Source: an optimization exercise on an open RTL-to-GDS flow (aim: small area, a short achievable clock period and few clock cycles per item). Production flows keep margins and buffers that such runs may drop. Function was checked by simulation only, so behaviour that the tests miss may differ from the original. No activity file was given, so power comes from the tool's default toggle rates.

// section_beat_peak_picker
module section_beat_peak_picker #(
  parameter int SECTION_MAX = 128,
  parameter int SAMPLE_BITS = 16
) (
  input  logic                                   clk,
  input  logic                                   rst,
  input  logic                                   s_tvalid,
  output logic                                   s_tready,
  input  logic [((SAMPLE_BITS + 7) / 8) * 8-1:0] s_tdata,    
  output logic                                   m_tvalid,
  input  logic                                   m_tready,
  output logic [7:0]                             m_tdata,    
  output logic                                   m_tuser,    
  output logic                                   m_tlast,    
  input  logic                                   cfg_valid,
  output logic                                   cfg_ready,
  input  logic [sbpp_pkg::CFG_INDEX_W-1:0]       cfg_index,
  input  logic [sbpp_pkg::CFG_DATA_W-1:0]        cfg_data
);
  logic               in_v;
  logic signed [15:0] in_x;
  logic               cf_v;
  logic [3:0]         cf_i;
  logic [9:0]         cf_d;
  logic               in_v_nx;
  assign in_v_nx   = s_tvalid && s_tready;
  assign cfg_ready = 1'b1;
  always_ff @(posedge clk) begin
    in_x <= s_tdata[15:0];
    cf_i <= cfg_index;
    cf_d <= cfg_data;
    if (rst) begin
      in_v <= 1'b0;
      cf_v <= 1'b0;
    end else begin
      in_v <= in_v_nx;
      cf_v <= cfg_valid;
    end
  end
  logic [7:0] n_r, n_m1, n_m2;
  logic [9:0] k_r;
  logic [7:0] leff;
  logic       wr_len, wr_fac;
  assign wr_len = cf_v && (cf_i == 4'd0);
  assign wr_fac = cf_v && (cf_i == 4'd1);
  always_comb begin
    if (cf_d[7:0] == 8'd0)        leff = 8'd1;
    else if (cf_d[7:0] > 8'd128)  leff = 8'd128;
    else                          leff = cf_d[7:0];
  end
  always_ff @(posedge clk) begin
    if (rst) begin
      n_r  <= 8'd130;
      n_m1 <= 8'd129;
      n_m2 <= 8'd128;
      k_r  <= 10'd256;
    end else begin
      if (wr_len) begin
        n_r  <= leff + 8'd2;
        n_m1 <= leff + 8'd1;
        n_m2 <= leff;
      end
      if (wr_fac) k_r <= cf_d;
    end
  end
  ...
make LEC_CHECK=0 CAP_MARGIN=20 CORE_MARGIN=2 CORE_UTILIZATION=60 SETUP_SLACK_MARGIN=5 SLEW_MARGIN=20 finish   # period 10.5 ns
run.sh (not shown) runs the stock make flow with config.mk's settings and CLKGATE_MAP_FILE= SYNTH_SCRIPT=/design/flow/synth_recipe.tcl, a recipe that flattens the netlist after the stock synthesis.
The first run finished clean.
Testbench counts at the start, summed over its fixed seeds: cycles 18,446, sections 192.
Rerun with:
--- a/flow/config.mk
+++ b/flow/config.mk
@@ -7,0 +8 @@
+export ABC_AREA = 1
@@ -10 +11 @@
-export CORE_UTILIZATION = 60
+export CORE_UTILIZATION = 40
What happened: The new run ran to the end with no violations; via count grows by 31%; area after synthesis went up by 5.9%; wire length rises by 33%; count of clock-buffer cells in the layout goes up by 13; power came out higher by 60%; setup slack improves by 0.090 ns.


== the reference run ==
section_beat_peak_picker again, from the RTL that the note above started with.
==> flow/config.mk <==
export PLATFORM = sky130hd
export DESIGN_NAME = section_beat_peak_picker
export DESIGN_NICKNAME = section_beat_peak_picker
export VERILOG_FILES = /design/flow/design.v
export SDC_FILE = /design/flow/constraint.sdc
export NUM_CORES = 4
export LEC_CHECK = 0
export CAP_MARGIN = 20
export CORE_MARGIN = 2
export CORE_UTILIZATION = 40
export SLEW_MARGIN = 20
==> flow/constraint.sdc <==
create_clock -name core_clock -period 10.5 [get_ports {clk}]
set_input_delay 2.1000 -clock core_clock [delete_from_list [all_inputs] [get_ports {clk}]]
set_output_delay 2.1000 -clock core_clock [all_outputs]
set_load 0.01 [all_outputs]
standard.sh (not shown) runs the stock make flow with config.mk's settings and CLKGATE_MAP_FILE= SYNTH_SCRIPT=/design/flow/synth_recipe.tcl, a recipe that flattens the netlist after the stock synthesis.
==> flow/flow/run.sh <==
#!/bin/bash
set -euo pipefail
bash standard.sh SETUP_SLACK_MARGIN=6.5 finish > layout.log 2>&1
The reference run: no failed stages, no open violations at the end
Testbench counts of the reference run, summed over its fixed seeds: cycles 18,446, sections 192.
Here is what was changed in the inputs of the trial run compared with the reference run.
- SETUP_SLACK_MARGIN newly set to 5
==> flow/run.sh (new file) <==
#!/bin/bash
# synth_recipe.tcl (not shown) runs the flow's synth.tcl, then flattens the netlist and writes it again
# the make line also repeats each setting of config.mk as NAME=value (left out here)
make -C /OpenROAD-flow-scripts/flow DESIGN_CONFIG=/design/flow/config.mk WORK_HOME=/design/flow/orfs CLKGATE_MAP_FILE= SYNTH_SCRIPT=/design/flow/synth_recipe.tcl finish
removed: flow/flow/run.sh
removed: flow/standard.sh
[summary]
- The trial run reached the end of the flow, and the finished layout is clean on the timing, design-rule and antenna checks.
- Compared to the reference run, the trial run has hold slack 0.042 ns higher.
- Between the reference run and the trial run, met1 track utilization from global routing decreased.
- Measured against each other, the trial run and the reference run differ in fraction of power consumed by the clock network, the lower figure coming from the reference run.
- In the metrics for the trial run and the reference run, the one carrying the lower post-CTS setup buffer count is the trial run.
- Combined area of the multi-input logic cells (higher): the reference run
- Looking at count of non-CTS buffers in the layout across the trial run and the reference run, the one that comes out higher is the reference run.
- Sequential portion of the cell area is higher on the trial run
- Re utilization: the trial run and the reference run aren't equal, and the lower value belongs to the trial run.

## afterwards: timing with drivers on the ports
Ports are ideal in the flow. The routed layouts listed here were re-timed in OpenROAD.
Step 1 sets driving cells, clkbuf_16 on the clock port and buf_2 on the other inputs (assumed; they add their load-dependent delay and slew).
Step 2 times the ports against the registers' clock, not the clock port: input delays grow and output delays shrink by t, the midpoint of the rising clock arrivals with the driver on.
Three values: no drivers, after step 1, after step 2; two values: the first two.
run	t (ns)	setup WS [ns]	worst setup path at the end	clock arrival spread, ns	slew at the worst register clock pin (ns)
the first run of note 1	0.997	5.328 / 5.328 / 5.328	register to register	0.105 / 0.104	0.07 / 0.07
the second run of note 1	0.998	5.419 / 5.419 / 5.419	register to register	0.091 / 0.090	0.07 / 0.07
the reference run	0.986	6.226 / 6.226 / 5.898	input to register	0.096 / 0.097	0.07 / 0.07
the trial run	1.002	5.247 / 5.247 / 5.247	register to register	0.067 / 0.066	0.06 / 0.06
After both steps every run listed still meets setup and hold. The setup slack of the reference run, which loses most, moves by 0.000 ns with the drivers and by -0.328 ns with both steps.
